Background: an optimization exercise with open tools, aiming at small area, a short achievable clock period and few clock cycles. Do not read the settings as production practice. Function was checked by simulation only, so behaviour that the tests miss may differ from the original. Power and IR drop assume default switching activity.

==> exp/amber: inputs <==
==> flow/design.v <==
module l2_fwd_top (
    input  logic clk,
    input  logic rst,
    input  logic fwd_valid_i,
    output logic fwd_ready_o,
    input  logic [2:0] fwd_msg_i,
    input  logic [11:0] fwd_addr_i,
    input  logic [3:0] fwd_req_id_i,
    input  logic [3:0] fwd_mask_i,
    input  logic [127:0] fwd_line_i,
    output logic rsp_valid_o,
    input  logic rsp_ready_i,
    output logic [2:0] rsp_msg_o,
    output logic [3:0] rsp_req_id_o,
    output logic rsp_to_req_o,
    output logic [11:0] rsp_addr_o,
    output logic [127:0] rsp_line_o,
    output logic [3:0] rsp_mask_o,
    input  logic fill_valid_i,
    output logic fill_ready_o,
    input  logic [11:0] fill_addr_i,
    input  logic [127:0] fill_line_i,
    input  logic [7:0] fill_states_i,
    output logic inval_valid_o,
    output logic [11:0] inval_addr_o
);
    logic [7:0] tag_q [16][2];
    logic [7:0] st_q [16][2];
    logic [127:0] ln_q [16][2];
    logic [15:0] vic_q;
    logic sweep_q;
    logic [3:0] swp_q;
    logic fill_rdy_q, fwd_rdy_q;
    logic f_v;
    logic [11:0] f_addr;
    logic [127:0] f_line;
    logic [7:0] f_st;
    logic w_v;
    logic [2:0] w_msg;
    logic [11:0] w_addr;
    logic [3:0] w_id, w_mask;
    logic [127:0] w_line;
    logic o_v;
    logic [2:0] o_msg;
    logic [3:0] o_id;
    logic o_to;
    logic [11:0] o_addr;
    logic [127:0] o_line;
    logic [3:0] o_mask, o_np;
    logic k_v;
    logic [2:0] k_msg;
    logic [3:0] k_id;
    logic k_to;
    logic [11:0] k_addr;
    logic [127:0] k_line;
    logic [3:0] k_mask, k_np;
    logic inv_v;
    logic [11:0] inv_addr;
    logic proc_f, proc_w;
    assign proc_f = f_v;
    assign proc_w = w_v && !f_v && !k_v;
    logic [3:0] w_set;
    logic [7:0] w_tag;
    assign w_set = w_addr[3:0];
    assign w_tag = w_addr[11:4];
    logic [7:0] rt0, rt1, rs0, rs1;
    logic [127:0] rl0, rl1;
    assign rt0 = tag_q[w_set][0];
    assign rt1 = tag_q[w_set][1];
    assign rs0 = st_q[w_set][0];
    assign rs1 = st_q[w_set][1];
    assign rl0 = ln_q[w_set][0];
    assign rl1 = ln_q[w_set][1];
    logic m0, m1, m2, m3, m4, m5;
    assign m0 = w_msg == 3'd0;
    assign m1 = w_msg == 3'd1;
    assign m2 = w_msg == 3'd2;
    assign m3 = w_msg == 3'd3;
    assign m4 = w_msg == 3'd4;
    assign m5 = !(m0 || m1 || m2 || m3 || m4);
    logic eq0, eq1, hit0, hit1, h0, h1, hit;
    logic [3:0] r0, r1, s0, s1, own0, own1, own, clr0, clr1, wt0, wt1;
    always_comb begin
        eq0 = rt0 == w_tag;
        eq1 = rt1 == w_tag;
        hit0 = eq0 && rs0 != 8'h00;
        hit1 = eq1 && rs1 != 8'h00;
        h0 = hit0;
        h1 = !hit0 && hit1;
        hit = hit0 || hit1;
        for (int i = 0; i < 4; i++) begin
            r0[i] = rs0[2*i +: 2] == 2'd2;
            r1[i] = rs1[2*i +: 2] == 2'd2;
            s0[i] = rs0[2*i +: 2] == 2'd1;
            s1[i] = rs1[2*i +: 2] == 2'd1;
        end
        own0 = {4{h0}} & w_mask & r0;
        own1 = {4{h1}} & w_mask & r1;
        own = own0 | own1;
        clr0 = m0 ? ({4{h0}} & w_mask & s0) : ((m1 || m2 || m4) ? own0 : 4'h0);
        clr1 = m0 ? ({4{h1}} & w_mask & s1) : ((m1 || m2 || m4) ? own1 : 4'h0);
        wt0 = m5 ? own0 : 4'h0;
        wt1 = m5 ? own1 : 4'h0;
    end
    logic [3:0] ack, nack;
    logic has_ack, has_nack, push;
    logic [2:0] n_msg;
    logic [3:0] n_id, n_mask, n_np;
    logic n_to;
    logic [127:0] n_line;
    logic hl, sel0, sel1, inv_c;
    always_comb begin
        ack = m0 ? 4'hf : own;
        nack = (m3 || m5) ? (w_mask & ~own) : 4'h0;
        has_ack = ack != 4'h0;
        has_nack = nack != 4'h0;
        push = proc_w && (has_ack || has_nack);
        if (has_ack) begin
            n_msg = m5 ? 3'd1 : w_msg;
            n_id = m0 ? 4'h0 : w_id;
            n_to = !(m0 || m4);
            n_mask = ack;
            n_np = nack;
        end else begin
            n_msg = 3'd5;
            n_id = w_id;
            n_to = 1'b1;
            n_mask = nack;
            n_np = 4'h0;
        end
        hl = m2 || m3 || m4;
        sel0 = hl && eq0 && (r0 & w_mask) != 4'h0;
        sel1 = hl && !hit0 && eq1 && (r1 & w_mask) != 4'h0;
        n_line = ({128{sel0}} & rl0) | ({128{sel1}} & rl1);
        inv_c = m0 || m1 || m2 || m4;
    end
    logic pop, out_free, k_v_n;
    assign pop = o_v && rsp_ready_i;
    assign out_free = !o_v || (rsp_ready_i && o_np == 4'h0);
    assign k_v_n = k_v ? !out_free : (push && !out_free);
    always_ff @(posedge clk or negedge rst) begin
        if (!rst) begin
            o_v <= 1'b0;
            k_v <= 1'b0;
        end else begin
            if (out_free) o_v <= k_v || push;
            k_v <= k_v_n;
        end
    end
    always_ff @(posedge clk) begin
        if (out_free) begin
            if (k_v) begin
                o_msg <= k_msg;
                o_id <= k_id;
                o_to <= k_to;
                o_addr <= k_addr;
                o_line <= k_line;
                o_mask <= k_mask;
                o_np <= k_np;
            end else begin
                o_msg <= n_msg;
                o_id <= n_id;
                o_to <= n_to;
                o_addr <= w_addr;
                o_line <= n_line;
                o_mask <= n_mask;
                o_np <= n_np;
            end
        end else if (pop) begin
            o_msg <= 3'd5;
            o_to <= 1'b1;
            o_line <= '0;
            o_mask <= o_np;
            o_np <= 4'h0;
        end
        if (!k_v) begin
            k_msg <= n_msg;
            k_id <= n_id;
            k_to <= n_to;
            k_addr <= w_addr;
            k_line <= n_line;
            k_mask <= n_mask;
            k_np <= n_np;
        end
    end
    assign rsp_valid_o = o_v;
    assign rsp_msg_o = o_msg;
    assign rsp_req_id_o = o_id;
    assign rsp_to_req_o = o_to;
    assign rsp_addr_o = o_addr;
    assign rsp_line_o = o_line;
    assign rsp_mask_o = o_mask;
    always_ff @(posedge clk or negedge rst) begin
        if (!rst) inv_v <= 1'b0;
        else inv_v <= proc_w && inv_c;
    end
    always_ff @(posedge clk) begin
        if (proc_w) inv_addr <= w_addr;
    end
    assign inval_valid_o = inv_v;
    assign inval_addr_o = inv_addr;
    logic f_v_n, w_v_n, sweep_n;
    assign f_v_n = fill_valid_i && fill_rdy_q;
    assign w_v_n = (w_v && !proc_w) || (fwd_valid_i && fwd_rdy_q);
    assign sweep_n = sweep_q && swp_q != 4'd15;
    always_ff @(posedge clk or negedge rst) begin
        if (!rst) begin
            sweep_q <= 1'b1;
            swp_q <= 4'd0;
            f_v <= 1'b0;
            w_v <= 1'b0;
            fill_rdy_q <= 1'b0;
            fwd_rdy_q <= 1'b0;
        end else begin
            sweep_q <= sweep_n;
            if (sweep_q) swp_q <= swp_q + 4'd1;
            f_v <= f_v_n;
            w_v <= w_v_n;
            fwd_rdy_q <= !sweep_n && (!w_v_n || (!k_v_n && !f_v_n));
            fill_rdy_q <= !sweep_n && !(w_v_n && (k_v_n || f_v_n));
        end
    end
    always_ff @(posedge clk) begin
        f_addr <= fill_addr_i;
        f_line <= fill_line_i;
        f_st <= fill_states_i;
        if (fwd_rdy_q) begin
            w_msg <= fwd_msg_i;
            w_addr <= fwd_addr_i;
            w_id <= fwd_req_id_i;
            w_mask <= fwd_mask_i;
            w_line <= fwd_line_i;
        end
    end
    assign fill_ready_o = fill_rdy_q;
    assign fwd_ready_o = fwd_rdy_q;
    logic [3:0] f_set;
    logic f_way;
    logic [127:0] wd_line;
    logic [7:0] wd_st;
    assign f_set = f_addr[3:0];
    assign f_way = vic_q[f_set];
    assign wd_line = proc_f ? f_line : w_line;
    assign wd_st = proc_f ? f_st : 8'h00;
    always_ff @(posedge clk or negedge rst) begin
        if (!rst) vic_q <= '0;
        else if (proc_f) vic_q[f_set] <= !f_way;
    end
    always_ff @(posedge clk) begin
        for (int s = 0; s < 16; s++) begin
            for (int w = 0; w < 2; w++) begin
                if (proc_f && f_set == s[3:0] && f_way == w[0]) tag_q[s][w] <= f_addr[11:4];
                for (int i = 0; i < 4; i++) begin
                    if ((sweep_q && swp_q == s[3:0]) ||
                        (proc_f && f_set == s[3:0] && f_way == w[0]) ||
                        (proc_w && w_set == s[3:0] && (w == 0 ? clr0[i] : clr1[i])))
                        st_q[s][w][2*i +: 2] <= wd_st[2*i +: 2];
                    if ((proc_f && f_set == s[3:0] && f_way == w[0]) ||
                        (proc_w && w_set == s[3:0] && (w == 0 ? wt0[i] : wt1[i])))
                        ln_q[s][w][32*i +: 32] <= wd_line[32*i +: 32];
                end
            end
        end
    end
endmodule
==> flow/run.sh <==
#!/bin/bash
# synth_recipe.tcl (not shown) runs the flow's synth.tcl, then flattens the netlist and writes it again
# the make line also repeats each setting of config.mk as NAME=value (left out here)
make -C /OpenROAD-flow-scripts/flow DESIGN_CONFIG=/design/flow/config.mk WORK_HOME=/design/flow/orfs CLKGATE_MAP_FILE= SYNTH_SCRIPT=/design/flow/synth_recipe.tcl finish
==> flow/config.mk <==
export PLATFORM = sky130hd
export DESIGN_NAME = l2_fwd_top
export DESIGN_NICKNAME = l2_fwd_top
export VERILOG_FILES = /design/flow/design.v
export SDC_FILE = /design/flow/constraint.sdc
export NUM_CORES = 4
export LEC_CHECK = 0
export CAP_MARGIN = 20
export CORE_MARGIN = 2
export CORE_UTILIZATION = 45
export SLEW_MARGIN = 20
export SYNTH_MEMORY_MAX_BITS = 8192
==> flow/constraint.sdc <==
create_clock -name core_clock -period 8.0 [get_ports {clk}]
set_input_delay 1.6000 -clock core_clock [delete_from_list [all_inputs] [get_ports {clk}]]
set_output_delay 1.6000 -clock core_clock [all_outputs]
set_load 0.01 [all_outputs]
==> exp/quartz: changes against exp/amber <==
--- a/flow/design.v
+++ b/flow/design.v
@@ -30,7 +30,7 @@
     logic [15:0] vic_q;
     logic sweep_q;
     logic [3:0] swp_q;
-    logic fill_rdy_q, fwd_rdy_q;
+    logic fill_rdy_q, fwd_rdy_q, fill_rdy, fwd_rdy;
     logic f_v;
     logic [11:0] f_addr;
     logic [127:0] f_line;
@@ -40,7 +40,7 @@
     logic [11:0] w_addr;
     logic [3:0] w_id, w_mask;
     logic [127:0] w_line;
-    logic o_v;
+    logic o_v, o_nv;  
     logic [2:0] o_msg;
     logic [3:0] o_id;
     logic o_to;
@@ -63,44 +63,51 @@
     logic [7:0] w_tag;
     assign w_set = w_addr[3:0];
     assign w_tag = w_addr[11:4];
-    logic [7:0] rt0, rt1, rs0, rs1;
+    logic [3:0] ra_idx;
+    logic [7:0] ra_tag;
+    logic ra_eq0, ra_eq1;
+    logic [3:0] ra_r0, ra_r1, ra_s0, ra_s1;
+    logic bp_sel0, bp_sel1, bp_fsel0, bp_fsel1, bp_eq;
+    logic [3:0] bp_r, bp_s;
+    logic [15:0] w_dec;
+    assign ra_idx = fwd_rdy ? fwd_addr_i[3:0] : w_set;
+    assign ra_tag = fwd_rdy ? fwd_addr_i[11:4] : w_tag;
+    always_ff @(posedge clk) begin
+        ra_eq0 <= tag_q[ra_idx][0] == ra_tag;
+        ra_eq1 <= tag_q[ra_idx][1] == ra_tag;
+        for (int i = 0; i < 4; i++) begin
+            ra_r0[i] <= st_q[ra_idx][0][2*i +: 2] == 2'd2;
+            ra_r1[i] <= st_q[ra_idx][1][2*i +: 2] == 2'd2;
+            ra_s0[i] <= st_q[ra_idx][0][2*i +: 2] == 2'd1;
+            ra_s1[i] <= st_q[ra_idx][1][2*i +: 2] == 2'd1;
+        end
+    end
     logic [127:0] rl0, rl1;
-    assign rt0 = tag_q[w_set][0];
-    assign rt1 = tag_q[w_set][1];
-    assign rs0 = st_q[w_set][0];
-    assign rs1 = st_q[w_set][1];
     assign rl0 = ln_q[w_set][0];
     assign rl1 = ln_q[w_set][1];
-    logic m0, m1, m2, m3, m4, m5;
-    assign m0 = w_msg == 3'd0;
-    assign m1 = w_msg == 3'd1;
-    assign m2 = w_msg == 3'd2;
-    assign m3 = w_msg == 3'd3;
-    assign m4 = w_msg == 3'd4;
-    assign m5 = !(m0 || m1 || m2 || m3 || m4);
-    logic eq0, eq1, hit0, hit1, h0, h1, hit;
+    logic wm0, wm4, wm5, wclr, whl, wnk, winv;
+    logic eq0, eq1, v0, v1, hit0, hit1, h0, h1;
     logic [3:0] r0, r1, s0, s1, own0, own1, own, clr0, clr1, wt0, wt1;
     always_comb begin
-        eq0 = rt0 == w_tag;
-        eq1 = rt1 == w_tag;
-        hit0 = eq0 && rs0 != 8'h00;
-        hit1 = eq1 && rs1 != 8'h00;
+        eq0 = bp_fsel0 ? bp_eq : ra_eq0;
+        eq1 = bp_fsel1 ? bp_eq : ra_eq1;
+        r0 = bp_sel0 ? bp_r : ra_r0;
+        r1 = bp_sel1 ? bp_r : ra_r1;
+        s0 = bp_sel0 ? bp_s : ra_s0;
+        s1 = bp_sel1 ? bp_s : ra_s1;
+        v0 = (r0 | s0) != 4'h0;
+        v1 = (r1 | s1) != 4'h0;
+        hit0 = eq0 && v0;
+        hit1 = eq1 && v1;
         h0 = hit0;
         h1 = !hit0 && hit1;
-        hit = hit0 || hit1;
-        for (int i = 0; i < 4; i++) begin
-            r0[i] = rs0[2*i +: 2] == 2'd2;
-            r1[i] = rs1[2*i +: 2] == 2'd2;
-            s0[i] = rs0[2*i +: 2] == 2'd1;
-            s1[i] = rs1[2*i +: 2] == 2'd1;
-        end
         own0 = {4{h0}} & w_mask & r0;
         own1 = {4{h1}} & w_mask & r1;
         own = own0 | own1;
-        clr0 = m0 ? ({4{h0}} & w_mask & s0) : ((m1 || m2 || m4) ? own0 : 4'h0);
-        clr1 = m0 ? ({4{h1}} & w_mask & s1) : ((m1 || m2 || m4) ? own1 : 4'h0);
-        wt0 = m5 ? own0 : 4'h0;
-        wt1 = m5 ? own1 : 4'h0;
+        clr0 = wm0 ? ({4{h0}} & w_mask & s0) : (wclr ? own0 : 4'h0);
+        clr1 = wm0 ? ({4{h1}} & w_mask & s1) : (wclr ? own1 : 4'h0);
+        wt0 = wm5 ? own0 : 4'h0;
+        wt1 = wm5 ? own1 : 4'h0;
     end
     logic [3:0] ack, nack;
     logic has_ack, has_nack, push;
@@ -108,17 +115,17 @@
     logic [3:0] n_id, n_mask, n_np;
     logic n_to;
     logic [127:0] n_line;
-    logic hl, sel0, sel1, inv_c;
+    logic sel0, sel1, inv_c;
     always_comb begin
-        ack = m0 ? 4'hf : own;
-        nack = (m3 || m5) ? (w_mask & ~own) : 4'h0;
+        ack = wm0 ? 4'hf : own;
+        nack = wnk ? (w_mask & ~own) : 4'h0;
         has_ack = ack != 4'h0;
         has_nack = nack != 4'h0;
         push = proc_w && (has_ack || has_nack);
         if (has_ack) begin
-            n_msg = m5 ? 3'd1 : w_msg;
-            n_id = m0 ? 4'h0 : w_id;
-            n_to = !(m0 || m4);
+            n_msg = wm5 ? 3'd1 : w_msg;
+            n_id = wm0 ? 4'h0 : w_id;
+            n_to = !(wm0 || wm4);
             n_mask = ack;
             n_np = nack;
         end else begin
@@ -128,22 +135,25 @@
             n_mask = nack;
             n_np = 4'h0;
         end
-        hl = m2 || m3 || m4;
-        sel0 = hl && eq0 && (r0 & w_mask) != 4'h0;
-        sel1 = hl && !hit0 && eq1 && (r1 & w_mask) != 4'h0;
+        sel0 = whl && eq0 && (r0 & w_mask) != 4'h0;
+        sel1 = whl && !hit0 && eq1 && (r1 & w_mask) != 4'h0;
         n_line = ({128{sel0}} & rl0) | ({128{sel1}} & rl1);
-        inv_c = m0 || m1 || m2 || m4;
+        inv_c = winv;
     end
     logic pop, out_free, k_v_n;
-    assign pop = o_v && rsp_ready_i;
-    assign out_free = !o_v || (rsp_ready_i && o_np == 4'h0);
+    assign pop = !o_nv && rsp_ready_i;
+    assign out_free = o_nv || (rsp_ready_i && o_np == 4'h0);
     assign k_v_n = k_v ? !out_free : (push && !out_free);
     always_ff @(posedge clk or negedge rst) begin
         if (!rst) begin
             o_v <= 1'b0;
+            o_nv <= 1'b1;
             k_v <= 1'b0;
         end else begin
-            if (out_free) o_v <= k_v || push;
+            if (out_free) begin
+                o_v <= k_v || push;
+                o_nv <= !(k_v || push);
+            end
             k_v <= k_v_n;
         end
     end
@@ -200,8 +210,10 @@
     assign inval_valid_o = inv_v;
     assign inval_addr_o = inv_addr;
     logic f_v_n, w_v_n, sweep_n;
-    assign f_v_n = fill_valid_i && fill_rdy_q;
-    assign w_v_n = (w_v && !proc_w) || (fwd_valid_i && fwd_rdy_q);
+    assign f_v_n = fill_valid_i && fill_rdy;
+    assign w_v_n = (w_v && !proc_w) || (fwd_valid_i && fwd_rdy);
+    assign fwd_rdy = !sweep_q && (!w_v || (!k_v && !f_v));
+    assign fill_rdy = !sweep_q && !(w_v && (k_v || f_v));
     assign sweep_n = sweep_q && swp_q != 4'd15;
     always_ff @(posedge clk or negedge rst) begin
         if (!rst) begin
@@ -224,12 +236,20 @@
         f_addr <= fill_addr_i;
         f_line <= fill_line_i;
         f_st <= fill_states_i;
-        if (fwd_rdy_q) begin
+        if (fwd_rdy) begin
             w_msg <= fwd_msg_i;
             w_addr <= fwd_addr_i;
             w_id <= fwd_req_id_i;
             w_mask <= fwd_mask_i;
             w_line <= fwd_line_i;
+            for (int s = 0; s < 16; s++) w_dec[s] <= fwd_addr_i[3:0] == s[3:0];
+            wm0 <= fwd_msg_i == 3'd0;
+            wm4 <= fwd_msg_i == 3'd4;
+            wm5 <= fwd_msg_i[2] && fwd_msg_i != 3'd4;  
+            wclr <= fwd_msg_i == 3'd1 || fwd_msg_i == 3'd2 || fwd_msg_i == 3'd4;
+            whl <= fwd_msg_i == 3'd2 || fwd_msg_i == 3'd3 || fwd_msg_i == 3'd4;
+            wnk <= fwd_msg_i == 3'd3 || (fwd_msg_i[2] && fwd_msg_i != 3'd4);
+            winv <= fwd_msg_i == 3'd0 || fwd_msg_i == 3'd1 || fwd_msg_i == 3'd2 || fwd_msg_i == 3'd4;
         end
     end
     assign fill_ready_o = fill_rdy_q;
@@ -242,6 +262,28 @@
     assign f_way = vic_q[f_set];
     assign wd_line = proc_f ? f_line : w_line;
     assign wd_st = proc_f ? f_st : 8'h00;
+    logic [3:0] wr_set, clr_h, wr_r, wr_s, f_r, f_s;
+    logic wr_way;
+    always_comb begin
+        clr_h = clr0 | clr1;
+        for (int i = 0; i < 4; i++) begin
+            f_r[i] = f_st[2*i +: 2] == 2'd2;
+            f_s[i] = f_st[2*i +: 2] == 2'd1;
+        end
+        wr_set = proc_f ? f_set : w_set;
+        wr_way = proc_f ? f_way : h1;
+        wr_r = proc_f ? f_r : ((h1 ? r1 : r0) & ~clr_h);
+        wr_s = proc_f ? f_s : ((h1 ? s1 : s0) & ~clr_h);
+    end
+    always_ff @(posedge clk) begin
+        bp_sel0 <= (proc_f || proc_w) && wr_set == ra_idx && !wr_way;
+        bp_sel1 <= (proc_f || proc_w) && wr_set == ra_idx && wr_way;
+        bp_fsel0 <= proc_f && f_set == ra_idx && !f_way;
+        bp_fsel1 <= proc_f && f_set == ra_idx && f_way;
+        bp_eq <= f_addr[11:4] == ra_tag;
+        bp_r <= wr_r;
+        bp_s <= wr_s;
+    end
     always_ff @(posedge clk or negedge rst) begin
         if (!rst) vic_q <= '0;
         else if (proc_f) vic_q[f_set] <= !f_way;
@@ -253,10 +295,10 @@
                 for (int i = 0; i < 4; i++) begin
                     if ((sweep_q && swp_q == s[3:0]) ||
                         (proc_f && f_set == s[3:0] && f_way == w[0]) ||
-                        (proc_w && w_set == s[3:0] && (w == 0 ? clr0[i] : clr1[i])))
+                        (proc_w && w_dec[s] && (w == 0 ? clr0[i] : clr1[i])))
                         st_q[s][w][2*i +: 2] <= wd_st[2*i +: 2];
                     if ((proc_f && f_set == s[3:0] && f_way == w[0]) ||
-                        (proc_w && w_set == s[3:0] && (w == 0 ? wt0[i] : wt1[i])))
+                        (proc_w && w_dec[s] && (w == 0 ? wt0[i] : wt1[i])))
                         ln_q[s][w][32*i +: 32] <= wd_line[32*i +: 32];
                 end
             end
==> flow/flow/run.sh (new file) <==
#!/bin/bash
# The standard layout, with the port buffers that buffer_ports inserts made
# plain buf_2 cells instead of its default delay-buffer choice.
set -euo pipefail
export BUFFER_PORTS_ARGS="-buffer_cell sky130_fd_sc_hd__buf_2"
bash standard.sh > standard.log 2>&1
==> flow/standard.sh (new file) <==
#!/bin/bash
# synth_recipe.tcl (not shown) runs the flow's synth.tcl, then flattens the netlist and writes it again
# the make line also repeats each setting of config.mk as NAME=value (left out here)
make -C /OpenROAD-flow-scripts/flow DESIGN_CONFIG=/design/flow/config.mk WORK_HOME=/design/flow/orfs CLKGATE_MAP_FILE= SYNTH_SCRIPT=/design/flow/synth_recipe.tcl "${@:-finish}"
--- a/flow/config.mk
+++ b/flow/config.mk
@@ -8,5 +8,9 @@
 export CAP_MARGIN = 20
 export CORE_MARGIN = 2
 export CORE_UTILIZATION = 45
+export CTS_CLUSTER_DIAMETER = 80
+export CTS_CLUSTER_SIZE = 25
+export SETUP_SLACK_MARGIN = 4.5
 export SLEW_MARGIN = 20
 export SYNTH_MEMORY_MAX_BITS = 8192
+export TNS_END_PERCENT = 5
removed: flow/run.sh
==> run notes <==
| quantity | exp/amber | exp/quartz |
|---|---|---|
| Status | no timing/DRC/antenna violations | no timing/DRC/antenna violations |
| Static leakage | 70.8 nW | 68.0 nW |
| Synth Area per Inst | 18.0 sq um | 17.9 sq um |
| Wire length of the first global-routing pass | 898000 microns | 874000 microns |
| Setup crit start | w_addr[0] | bp_sel0 |
| Clock net power | 25.2 mW | 16.0 mW |
| Maximum number of pins on one net before global-route repair | 108 | 99 |
| Internal power consumption | 51.1 mW | 45.0 mW |
| Relative contribution of sequential cells to total power | 0.473 | 0.534 |
| Global Route met2 Usage | 0.469 | 0.453 |
| Logic depth of the worst path, buffers included | 12 | 7 |
| Clock buffer and inverter area fraction after layout | 0.0791 | 0.0391 |
| Area of the core | 421000 sq um | 424000 sq um |
| Worst Reg2Reg Path Length in Cells | 12 | 7 |
Testbench counts of exp/amber, summed over its fixed seeds: cycles 4,934.
Testbench counts of exp/quartz, summed over its fixed seeds: cycles 4,934.

==> separate check: timing with driven ports <==
The flow's constraints put no driver on any port. The routed layouts listed below were extracted and timed again, unchanged, in two steps. Step 1 assumes that a clkbuf_16 drives the clock port and a buf_2 every other input. Step 2, shift: input delay + t, output delay - t, t = (earliest + latest rising clock arrival at the registers) / 2. This alone moves slack from input paths to output paths. Slacks: no drivers / after step 1 / after step 2; pairs: no drivers / after step 1.
run	t (ns)	setup slack, ns	worst hold slack (ns)	worst data-port slew with drivers (ns)	cell pins on the clock port's net
exp/amber	1.144	1.236 / 1.236 / 1.236	0.445 / 0.445 / 0.445	0.10	1
exp/quartz	1.096	4.184 / 4.184 / 3.583	0.452 / 0.452 / 0.452	0.08	1
After both steps setup and hold are still met in every run listed. For exp/quartz, which loses most, drivers alone change the setup slack by 0.000 ns; drivers and shift together by -0.601 ns.
